This is an optimization exercise on Yosys and OpenROAD, whose aim is small area, not a production implementation.
Only simulation tests tie the RTL to the original design; equivalence was not proved.
Power and IR drop assume default switching activity.

## alpha
Design quadrature_position_speed_tracker, start of the top module:
module quadrature_position_speed_tracker (
  input  logic        clk,
  input  logic        rst,
  input  logic        sample_valid,
  output logic        sample_ready,
  input  logic [1:0]  sample_op,
  input  logic [15:0] sample_count,
  output logic        result_valid,
  input  logic        result_ready,
  output logic [31:0] result_total_count,
  output logic [15:0] result_delta_count,
  output logic        result_direction,
  output logic [31:0] result_shaft_rpm,
  output logic [31:0] result_shaft_rps,
  output logic [15:0] result_mech_angle,
  output logic [15:0] result_elec_angle,
  output logic [31:0] result_index_count,
  input  logic        cfg_valid,
  output logic        cfg_ready,
  input  logic [1:0]  cfg_index,
  input  logic [31:0] cfg_data
);
  logic [20:0] cpr_n;   
  logic [7:0]  pp;
  logic [31:0] rpm_gain;
  logic [31:0] rps_gain;
  logic [31:0] total;
  logic [15:0] delta;
  logic        dir;
  logic [31:0] rpm;
  logic [31:0] rps;
  logic [31:0] index;
  logic [15:0] mech;    
  logic [20:0] rem;     
  logic        busy;
  logic [5:0]  cnt;
  logic        icy;     
  logic        mbq;     
  logic        tchg;    
  assign cfg_ready = !rst;
  assign result_total_count = total;
  assign result_delta_count = delta;
  assign result_direction   = dir;
  assign result_shaft_rpm   = rpm;
  assign result_shaft_rps   = rps;
  assign result_mech_angle  = mech;
  assign result_elec_angle  = rem[15:0];
  assign result_index_count = index;
  wire start = sample_valid && !busy && (!result_valid || result_ready);
  wire last  = busy && (cnt == 6'd55);
  assign sample_ready = last;
  wire op_speed = (sample_op == 2'd0);
  wire op_index = (sample_op == 2'd1);
  wire op_clear = (sample_op == 2'd2);
  wire op_pos   = (sample_op == 2'd3);
  wire upd = start;
  wire clr = rst || (upd && op_clear);
  ...
Size in the first run: roughly 1,300 cells after synthesis, roughly 13,000 um^2 of cells after synthesis.
export LEC_CHECK = 0
export CAP_MARGIN = 0
export CORE_MARGIN = 2
export CORE_UTILIZATION = 65
export PLACE_DENSITY = 0.95
export SLEW_MARGIN = 0
create_clock -name core_clock -period 15.0 [get_ports {clk}]
standard.sh (not shown) runs the stock make flow with config.mk's settings and CLKGATE_MAP_FILE= SYNTH_SCRIPT=/design/flow/synth_recipe.tcl, a recipe that flattens the netlist after the stock synthesis.
==> flow/flow/run.sh <==
#!/bin/bash
# The standard layout (standard.sh), with these changes:
#  - synthesis: synth_recipe.tcl unchanged except that abc maps the combinational logic with an
#    area-oriented script (flow/abc_area.script); the registers are untouched by abc;
#  - buf_1 port buffers;
#  - a clock tree of clkbuf_8 clusters of up to 16 sinks, without dummy loads.
set -euo pipefail
here=$(pwd)
sed "s#^source \$::env(SCRIPTS_DIR)/synth.tcl#source $here/flow/abc_override.tcl\nsource \$::env(SCRIPTS_DIR)/synth.tcl#" \
  synth_recipe.tcl > area_synth.tcl
export MY_ABC_SCRIPT="$here/flow/abc_area.script"
export BUFFER_PORTS_ARGS="-buffer_cell sky130_fd_sc_hd__buf_1"
export CTS_ARGS="-sink_clustering_enable -repair_clock_nets -buf_list sky130_fd_sc_hd__clkbuf_8 -sink_clustering_size 16 -sink_clustering_max_diameter 60 -dont_use_dummy_load"
bash standard.sh \
  "SYNTH_SCRIPT=$here/area_synth.tcl" \
  "BUFFER_PORTS_ARGS=$BUFFER_PORTS_ARGS" \
  "CTS_ARGS=$CTS_ARGS" \
  finish > standard.log 2>&1
==> flow/flow/abc_area.script <==
&get -n
&st
&dch
&nf -R 1000
&put
topo
dnsize -c
==> flow/flow/abc_override.tcl <==
# replace the abc script that synth.tcl hands to abc with $::env(MY_ABC_SCRIPT)

proc abc {args} {
  set out {}
  set skip 0
  foreach a $args {
    if {$skip} { lappend out $::env(MY_ABC_SCRIPT); set skip 0; continue }
    if {$a eq "-script"} { set skip 1 }
    lappend out $a
  }
  puts "abc override: $out"
  yosys abc {*}$out
}
The following lists how beta was set up differently from alpha:
diff --git a/flow/config.mk b/flow/config.mk
--- a/flow/config.mk
+++ b/flow/config.mk
@@ -11 +11 @@
-export PLACE_DENSITY = 0.95
+export PLACE_DENSITY = 0.9
Findings:
- Each of the runs, namely alpha and beta, reached the end of the flow and came out clean.
- Looking at slowest cell on the critical path, the sky130_fd_sc_hd__fa_2 result is from alpha; the sky130_fd_sc_hd__fa_1 one comes from beta.
- Against alpha, beta reports a sequential cell area share that is higher.
- Diff alpha -> beta: half-perimeter wire length after detailed placement down 1000 um; global-route wire length before repair down about 4%.
Edits applied to the flow inputs when going from beta to gamma:
diff --git a/flow/flow/run.sh b/flow/flow/run.sh
--- a/flow/flow/run.sh
+++ b/flow/flow/run.sh
@@ -6 +6 @@
-#  - a clock tree of clkbuf_8 clusters of up to 16 sinks, without dummy loads.
+#  - a clock tree of clkbuf_8 clusters of up to 20 sinks, without dummy loads.
@@ -13 +13 @@
-export CTS_ARGS="-sink_clustering_enable -repair_clock_nets -buf_list sky130_fd_sc_hd__clkbuf_8 -sink_clustering_size 16 -sink_clustering_max_diameter 60 -dont_use_dummy_load"
+export CTS_ARGS="-sink_clustering_enable -repair_clock_nets -buf_list sky130_fd_sc_hd__clkbuf_8 -sink_clustering_size 20 -sink_clustering_max_diameter 60 -dont_use_dummy_load"
Results
gamma has completed all stages; timing, DRC and antenna checks passed. Run comparison: gamma critical path endpoint rps[28]; beta critical path endpoint rps[12]. Per the comparison of gamma with beta, proportion of final cell area spent on non-clock buffers comparable; total power now smaller. Relative to beta, the leakage power measured on gamma has decreased slightly. The part of the power in combinational logic of gamma is higher than that of beta. Number of filler cells placed in the layout: lower on gamma.
Input-level comparison between delta and gamma:
diff --git a/flow/flow/run.sh b/flow/flow/run.sh
--- a/flow/flow/run.sh
+++ b/flow/flow/run.sh
@@ -6 +6 @@
-#  - a clock tree of clkbuf_8 clusters of up to 20 sinks, without dummy loads.
+#  - a clock tree of clkbuf_8 clusters of up to 16 sinks, without dummy loads.
@@ -13 +13 @@
-export CTS_ARGS="-sink_clustering_enable -repair_clock_nets -buf_list sky130_fd_sc_hd__clkbuf_8 -sink_clustering_size 20 -sink_clustering_max_diameter 60 -dont_use_dummy_load"
+export CTS_ARGS="-sink_clustering_enable -repair_clock_nets -buf_list sky130_fd_sc_hd__clkbuf_8 -sink_clustering_size 16 -sink_clustering_max_diameter 60 -dont_use_dummy_load"
diff --git a/flow/config.mk b/flow/config.mk
--- a/flow/config.mk
+++ b/flow/config.mk
@@ -11 +11 @@
-export PLACE_DENSITY = 0.9
+export PLACE_DENSITY = 0.75
Results
- Final cell count without fillers for delta: 0.54% up relative to gamma
- Changes observed in delta relative to gamma: first-pass GRT wire length shows a reduction of 0.48%; cell count along the critical path rose by about 2.3%; maximum frequency from static timing analysis higher; critical path required time picked up an extra 60 ps.
- delta ended up with a higher clock-buffer cell count than gamma did.
- gamma -> delta: non-clock buffer count in the final layout increased by a few percent

==> afterwards: timing with drivers on the ports <==
How much do the figures lean on ideal ports? The routed layouts below were timed once more, with nothing changed but the port constraints.
Step 1 sets driving cells, clkbuf_16 on the clock port and buf_2 on the other inputs (assumed; they add their load-dependent delay and slew).
Step 2 adds t to the input delays and takes it off the output delays; t is the mean of the earliest and latest rising clock arrival at the registers after step 1. Input paths then give back, and output paths get back, about the clock's delay inside the block.
Slacks: no drivers / after step 1 / after step 2; pairs: no drivers / after step 1.
run	t (ns)	setup slack, ns	clock arrival spread, ns
alpha	0.569	0.273 / 0.273 / 0.273	0.071 / 0.070
beta	0.573	0.488 / 0.488 / 0.488	0.042 / 0.042
gamma	0.582	0.341 / 0.341 / 0.341	0.043 / 0.043
delta	0.587	0.464 / 0.464 / 0.464	0.037 / 0.037
After both steps every run listed still meets setup and hold.
